Background: an optimization exercise with open tools, aiming at small area and a short achievable clock period. Do not read the settings as production practice.
Where RTL was checked, it was by simulation tests only, not by an equivalence proof against the original.
No activity file was given, so power comes from the tool's default toggle rates.

== cedar ==
==> flow/design.v <==
`timescale 1ns/1ps
`default_nettype none
module lane_predecode (
    input  logic [32-1:0] insn,
    output logic             jal,
    output logic             jalr,
    output logic             cond_branch
);
    assign jal         = insn[6:0] == 7'b1101111;
    assign jalr        = insn[6:0] == 7'b1100111;
    assign cond_branch = (insn[6:0] == 7'b1100011) & (insn[14:13] != 2'b01);
endmodule
`default_nettype wire
`timescale 1ns/1ps
`default_nettype none
module sk_add #(
    parameter int W = 32
) (
    input  logic [W-1:0] a,
    input  logic [W-1:0] b,
    output logic [W-1:0] y
);
    localparam int L = $clog2(W);
    logic [W-1:0] p [0:L];
    logic [W-1:0] g [0:L];
    assign p[0] = a ^ b;
    assign g[0] = a & b;
    for (genvar l = 0; l < L; l++) begin : g_lvl
        for (genvar i = 0; i < W; i++) begin : g_bit
            if (((i >> l) & 1) == 1) begin : g_op
                localparam int J = ((i >> l) << l) - 1;
                assign g[l+1][i] = g[l][i] | (p[l][i] & g[l][J]);
                assign p[l+1][i] = p[l][i] & p[l][J];
            end else begin : g_pass
                assign g[l+1][i] = g[l][i];
                assign p[l+1][i] = p[l][i];
            end
        end
    end
    assign y = p[0] ^ {g[L][W-2:0], 1'b0};
endmodule
module sk_inc #(
    parameter int W = 32
) (
    input  logic [W-1:0] a,
    input  logic         ci,
    output logic [W-1:0] y
);
    localparam int L = $clog2(W);
    logic [W-1:0] c [0:L];
    assign c[0] = a;
    for (genvar l = 0; l < L; l++) begin : g_lvl
        for (genvar i = 0; i < W; i++) begin : g_bit
            if (((i >> l) & 1) == 1) begin : g_op
                localparam int J = ((i >> l) << l) - 1;
                assign c[l+1][i] = c[l][i] & c[l][J];
            end else begin : g_pass
                assign c[l+1][i] = c[l][i];
            end
        end
    end
    assign y = a ^ ({c[L][W-2:0], 1'b1} & {W{ci}});
endmodule
module bk_add #(
    parameter int W = 32
) (
    input  logic [W-1:0] a,
    input  logic [W-1:0] b,
    output logic [W-1:0] y
);
    localparam int L = $clog2(W);
    logic [W-1:0] p [0:2*L-1];
    logic [W-1:0] g [0:2*L-1];
    assign p[0] = a ^ b;
    assign g[0] = a & b;
    for (genvar l = 0; l < L; l++) begin : g_up
        for (genvar i = 0; i < W; i++) begin : g_bit
            if (((i + 1) % (2 << l)) == 0) begin : g_op
                assign g[l+1][i] = g[l][i] | (p[l][i] & g[l][i-(1<<l)]);
                assign p[l+1][i] = p[l][i] & p[l][i-(1<<l)];
            end else begin : g_pass
                assign g[l+1][i] = g[l][i];
                assign p[l+1][i] = p[l][i];
            end
        end
    end
    for (genvar d = 0; d < L - 1; d++) begin : g_dn
        localparam int LV = L - 2 - d;      
        for (genvar i = 0; i < W; i++) begin : g_bit
            if (((i + 1) % (2 << LV)) == (1 << LV) && i >= (2 << LV)) begin : g_op
                assign g[L+d+1][i] = g[L+d][i] | (p[L+d][i] & g[L+d][i-(1<<LV)]);
                assign p[L+d+1][i] = p[L+d][i] & p[L+d][i-(1<<LV)];
            end else begin : g_pass
                assign g[L+d+1][i] = g[L+d][i];
                assign p[L+d+1][i] = p[L+d][i];
            end
        end
    end
    assign y = p[0] ^ {g[2*L-1][W-2:0], 1'b0};
endmodule
`default_nettype wire
`timescale 1ns/1ps
`default_nettype none
module insn_fetch (
    input  logic                          clock,
    input  logic                          reset,
    input  logic [2*64-1:0]      data_read,       
    input  logic [1:0]                    return_valid,
    input  logic [2:0]                    insn_taken,      
    input  logic                          resolve_valid,   
    input  logic [32-1:0]              resolve_target,
    output logic [4-1:0]       lane_valid,
    output logic [4*32-1:0] lane_insn,       
    output logic [4*32-1:0] lane_pc,
    output logic [4*32-1:0] lane_npc,
    output logic [4*32-1:0] lane_pred_pc,
    output logic [4-1:0]       lane_jal,
    output logic [4-1:0]       lane_jalr,
    output logic [4-1:0]       lane_branch,
    output logic [4*32-1:0] lane_target,
    output logic [32-1:0]              read_addr,
    output logic                          read_valid
);
    logic [32-1:1] pc_q;
    logic [32-1:0] pc;
    logic [32-1:0] npc;
    logic             stall;
    logic [1:0]       rv_q;           
    logic [3:0][31:0] word;
    assign pc = {pc_q, 1'b0};
    logic [32-1:4] pc_hi;
    logic [32-1:4] pc_hi_inc;
    logic [3:0][31:0] lpc;            
    logic [3:0][31:0] lnpc;           
    assign pc_hi     = pc[32-1:4];
    sk_inc #(.W(32-4)) pc_hi_inc_i (.a(pc_hi), .ci(1'b1), .y(pc_hi_inc));
    logic [2:0] c_m;                  
    assign c_m[0] = pc[3] & pc[2];
    assign c_m[1] = pc[3];
    assign c_m[2] = pc[3] | pc[2];
    assign lpc[0]  = pc;
    assign lpc[1]  = {c_m[0] ? pc_hi_inc : pc_hi, pc[3] ^ pc[2], ~pc[2], pc[1:0]};
    assign lpc[2]  = {c_m[1] ? pc_hi_inc : pc_hi, ~pc[3], pc[2], pc[1:0]};
    assign lpc[3]  = {c_m[2] ? pc_hi_inc : pc_hi, ~(pc[3] ^ pc[2]), ~pc[2], pc[1:0]};
    assign lnpc[0] = lpc[1];
    assign lnpc[1] = lpc[2];
    assign lnpc[2] = lpc[3];
    assign lnpc[3] = {pc_hi_inc, pc[3:0]};
    logic [3:0] jal, jalr, br, ctrl, nz;
    for (genvar k = 0; k < 4; k++) begin : g_lane
        lane_predecode lane_predecode_i (
            .insn        (word[k]),
            .jal         (jal[k]),
            .jalr        (jalr[k]),
            .cond_branch (br[k])
        );
        assign ctrl[k] = jal[k] | jalr[k] | br[k];
        assign nz[k]   = |word[k];
    end
    logic [21:1] immj_q;
    logic [31:0] tgt;
    logic [31:1] tgt_hi;
    bk_add #(.W(31)) tgt_add_i (
        .a ({pc[31:3], 1'b0, pc[1]}),
        .b ({{10{immj_q[21]}}, immj_q}),
        .y (tgt_hi)
    );
    assign tgt = {tgt_hi, 1'b0};
    for (genvar k = 0; k < 4; k++) begin : g_out
        assign lane_insn[32*k +: 32]    = word[k];
        assign lane_pc[32*k +: 32]      = lpc[k];
        assign lane_npc[32*k +: 32]     = lnpc[k];
        assign lane_target[32*k +: 32]  = tgt;
        assign lane_pred_pc[32*k +: 32] = ({32{jal[k]}} & tgt) | ({32{br[k]}} & lnpc[k]);
    end
    assign lane_jal    = jal;
    assign lane_jalr   = jalr;
    assign lane_branch = br;
    logic       go;
    logic [3:0] valid;
    assign go       = ~stall & ~resolve_valid;
    assign valid[0] = go & rv_q[0] & nz[0];
    assign valid[1] = valid[0] & ~ctrl[0] & nz[1] & (~pc[2] | rv_q[1]);
    assign valid[2] = valid[1] & ~ctrl[1] & nz[2] & rv_q[1];
    assign valid[3] = valid[2] & ~ctrl[2] & nz[3] & ~pc[2];
    assign lane_valid = valid;
    logic [3:0] last;                 
    assign last[0] = insn_taken == 3'd1;
    assign last[1] = insn_taken == 3'd2;
    assign last[2] = insn_taken == 3'd3;
    assign last[3] = insn_taken == 3'd4;
    logic hold_set;
    assign hold_set  = |(last & (jalr | br));
    logic [4:0]      itk;             
    logic [4:0]      k_t;             
    logic [4:0]      k_i;             
    logic [4:0][1:0] k_lo;            
    logic            sel_r, sel_t, sel_i, sel_p;
    logic [1:0]      seq_lo;
    for (genvar k = 0; k < 5; k++) begin : g_itk
        assign itk[k] = insn_taken == 3'(k);
    end
    assign k_t = {jal, 1'b0};
    assign k_i = {1'b1, c_m, 1'b0} & ~k_t;
    assign k_lo[0] = pc[3:2];
    assign k_lo[1] = {pc[3] ^ pc[2], ~pc[2]};
    assign k_lo[2] = {~pc[3], pc[2]};
    assign k_lo[3] = {~(pc[3] ^ pc[2]), ~pc[2]};
    assign k_lo[4] = pc[3:2];
    assign sel_r = resolve_valid;
    assign sel_t = ~resolve_valid & |(itk & k_t);
    assign sel_i = ~resolve_valid & |(itk & k_i);
    assign sel_p = ~resolve_valid & ~|(itk & (k_t | k_i));
    always_comb begin
        seq_lo = '0;
        for (int k = 0; k < 5; k++) seq_lo |= {2{itk[k]}} & k_lo[k];
    end
    assign npc[31:4] = ({28{sel_r}} & resolve_target[31:4]) | ({28{sel_t}} & tgt[31:4]) |
                       ({28{sel_i}} & pc_hi_inc) | ({28{sel_p}} & pc_hi);
    assign npc[3:2]  = ({2{sel_r}} & resolve_target[3:2]) | ({2{sel_t}} & tgt[3:2]) |
                       ({2{~sel_r & ~sel_t}} & seq_lo);
    assign npc[1:0]  = ({2{sel_r}} & resolve_target[1:0]) | ({2{sel_t}} & tgt[1:0]) |
                       ({2{~sel_r & ~sel_t}} & pc[1:0]);
    assign read_addr  = {npc[32-1:3], 3'b000};
    assign read_valid = ~stall;
    logic [3:0][31:0] raw;
    logic [3:0]       raw_ctrl;
    logic [3:1]       jsel;
    logic [31:0]      jword;
    logic [1:0]       jidx;
    logic [31:0]      jimm;
    logic [31:0]      imm0;
    logic [21:1]      immj1;
    logic [21:1]      immj_d;
    assign raw = data_read;
    for (genvar j = 0; j < 4; j++) begin : g_raw
        logic r_jal, r_jalr, r_br;
        lane_predecode raw_predecode_i (
            .insn        (raw[j]),
            .jal         (r_jal),
            .jalr        (r_jalr),
            .cond_branch (r_br)
        );
        assign raw_ctrl[j] = r_jal | r_jalr | r_br;
    end
    assign jsel[1] = raw_ctrl[1];
    assign jsel[2] = raw_ctrl[2] & ~raw_ctrl[1];
    assign jsel[3] = raw_ctrl[3] & ~raw_ctrl[2] & ~raw_ctrl[1];
    always_comb begin
        jword = '0;
        for (int j = 1; j < 4; j++) jword |= {32{jsel[j]}} & raw[j];
    end
    assign jidx = {jsel[3] | jsel[2], jsel[3] | jsel[1]};
    assign jimm = jword[3] ? {{12{jword[31]}}, jword[19:12], jword[20], jword[30:21], 1'b0}
                           : {{20{jword[31]}}, jword[7], jword[30:25], jword[11:8], 1'b0};
    assign imm0 = raw[0][3] ? {{12{raw[0][31]}}, raw[0][19:12], raw[0][20], raw[0][30:21], 1'b0}
                            : {{20{raw[0][31]}}, raw[0][7], raw[0][30:25], raw[0][11:8], 1'b0};
    logic [4:2] jlo;
    logic [21:4] jhi;
    assign jlo = {1'b0, jimm[3:2]} + {1'b0, jidx};
    sk_inc #(.W(18)) jhi_inc_i (.a(jimm[21:4]), .ci(jlo[4]), .y(jhi));
    assign immj1 = {jhi, jlo[3:2], jimm[1]};
    assign immj_d = (raw_ctrl[0] & ~npc[2]) ? imm0[21:1] : immj1;
    always_ff @(posedge clock) begin
        immj_q <= immj_d;
    end
    always_ff @(posedge clock) begin
        if (reset) begin
            pc_q  <= '0;
            stall <= 1'b0;
            rv_q  <= '0;
        end else begin
            pc_q  <= npc[32-1:1];
            stall <= resolve_valid ? 1'b0 : (stall | hold_set);
            rv_q  <= return_valid;
        end
    end
    always_ff @(posedge clock) begin
        word[0] <= npc[2] ? data_read[63:32]  : data_read[31:0];
        word[1] <= npc[2] ? data_read[95:64]  : data_read[63:32];
        word[2] <= npc[2] ? data_read[127:96] : data_read[95:64];
        word[3] <= data_read[127:96];
    end
endmodule
`default_nettype wire
Settings: LEC_CHECK=0, ABC_AREA=1, CAP_MARGIN=20, CORE_AREA=3 3 497 81, DIE_AREA=0 0 500 84, PLACE_DENSITY=0.6, SETUP_SLACK_MARGIN=2.8, SLEW_MARGIN=20, BUFFER_PORTS_ARGS=-buffer_cell sky130_fd_sc_hd__buf_1, CTS_ARGS=-sink_clustering_enable -repair_clock_nets -sink_clustering_size 24 -sink_clustering_max_diameter 80 -buf_list sky130_fd_sc_hd__clkbuf_8 -dont_use_dummy_load; clock period 8.0 ns.
standard.sh (not shown) runs the stock make flow with config.mk's settings and CLKGATE_MAP_FILE= SYNTH_SCRIPT=/design/flow/synth_recipe.tcl, a recipe that flattens the netlist after the stock synthesis.
==> flow/flow/run.sh <==
#!/bin/bash
# Standard ORFS layout, with plain buf_1 cells as the port buffers and a clock
# tree of clkbuf_8 cells. Each ORFS step writes its own log under orfs/logs/;
# make's output goes to make.log.
set -euo pipefail
cat >> config.mk <<'EOC'
export BUFFER_PORTS_ARGS = -buffer_cell sky130_fd_sc_hd__buf_1
export CTS_ARGS = -sink_clustering_enable -repair_clock_nets -sink_clustering_size 24 -sink_clustering_max_diameter 80 -buf_list sky130_fd_sc_hd__clkbuf_8 -dont_use_dummy_load
EOC
bash standard.sh > make.log 2>&1
Setup changes, cedar to violet
--- a/flow/design.v
+++ b/flow/design.v
@@ -57,49 +57,12 @@
             end else begin : g_pass
                 assign c[l+1][i] = c[l][i];
             end
         end
     end
     assign y = a ^ ({c[L][W-2:0], 1'b1} & {W{ci}});
-endmodule
-module bk_add #(
-    parameter int W = 32
-) (
-    input  logic [W-1:0] a,
-    input  logic [W-1:0] b,
-    output logic [W-1:0] y
-);
-    localparam int L = $clog2(W);
-    logic [W-1:0] p [0:2*L-1];
-    logic [W-1:0] g [0:2*L-1];
-    assign p[0] = a ^ b;
-    assign g[0] = a & b;
-    for (genvar l = 0; l < L; l++) begin : g_up
-        for (genvar i = 0; i < W; i++) begin : g_bit
-            if (((i + 1) % (2 << l)) == 0) begin : g_op
-                assign g[l+1][i] = g[l][i] | (p[l][i] & g[l][i-(1<<l)]);
-                assign p[l+1][i] = p[l][i] & p[l][i-(1<<l)];
-            end else begin : g_pass
-                assign g[l+1][i] = g[l][i];
-                assign p[l+1][i] = p[l][i];
-            end
-        end
-    end
-    for (genvar d = 0; d < L - 1; d++) begin : g_dn
-        localparam int LV = L - 2 - d;      
-        for (genvar i = 0; i < W; i++) begin : g_bit
-            if (((i + 1) % (2 << LV)) == (1 << LV) && i >= (2 << LV)) begin : g_op
-                assign g[L+d+1][i] = g[L+d][i] | (p[L+d][i] & g[L+d][i-(1<<LV)]);
-                assign p[L+d+1][i] = p[L+d][i] & p[L+d][i-(1<<LV)];
-            end else begin : g_pass
-                assign g[L+d+1][i] = g[L+d][i];
-                assign p[L+d+1][i] = p[L+d][i];
-            end
-        end
-    end
-    assign y = p[0] ^ {g[2*L-1][W-2:0], 1'b0};
 endmodule
 `default_nettype wire
 `timescale 1ns/1ps
 `default_nettype none
 module insn_fetch (
     input  logic                          clock,
@@ -157,13 +120,13 @@
         assign ctrl[k] = jal[k] | jalr[k] | br[k];
         assign nz[k]   = |word[k];
     end
     logic [21:1] immj_q;
     logic [31:0] tgt;
     logic [31:1] tgt_hi;
-    bk_add #(.W(31)) tgt_add_i (
+    sk_add #(.W(31)) tgt_add_i (
         .a ({pc[31:3], 1'b0, pc[1]}),
         .b ({{10{immj_q[21]}}, immj_q}),
         .y (tgt_hi)
     );
     assign tgt = {tgt_hi, 1'b0};
     for (genvar k = 0; k < 4; k++) begin : g_out
### Flow results
- For clock network power share, cedar and violet come out practically identical.
- Summary of violet over cedar: tightest slew margin relative to the limit down 3.9 points, wire length after detailed routing up about 2.5%.
- met2 usage in global routing on violet is up relative to cedar.
- cedar → violet: static power due to leakage higher, complex-gate fraction of the synthesized area higher.
- Growth of design area from synthesis to finish: violet vs cedar, no meaningful difference
- Sort cedar and violet by total power consumption of the routed design asc -> top: cedar
- Higher sequential share of layout area was reported by cedar, not violet.
- cedar was routed with fewer vias than violet.
- On first-iteration DRC count, the lower figure sits with cedar, not violet.
Function not checked in cedar: the RTL went through the layout flow alone.

## afterwards: timing with drivers on the ports
Ports are ideal in the flow. The routed layouts listed here were re-timed in OpenROAD. Step 1 (the two cells are an assumption about what drives the block):
set clk [get_ports {clock}]
set_driving_cell -lib_cell sky130_fd_sc_hd__clkbuf_16 $clk
set_driving_cell -lib_cell sky130_fd_sc_hd__buf_2 [delete_from_list [all_inputs] $clk]
Step 2 times the ports against the registers' clock, not the clock port: input delays grow and output delays shrink by t, the midpoint of the rising clock arrivals with the driver on. Three values: no drivers, after step 1, after step 2; two values: the first two.
run | t, ns | slack for setup (ns) | clock arrival spread, ns | pins driven straight from the clock port
cedar | 0.586 | 2.800 / 2.728 / 2.538 | 0.054 / 0.054 | 1
violet | 0.580 | 2.920 / 2.849 / 2.487 | 0.044 / 0.044 | 1
After both steps every run listed still meets setup and hold. The setup slack of violet, which loses most, moves by -0.071 ns with the drivers and by -0.433 ns with both steps.
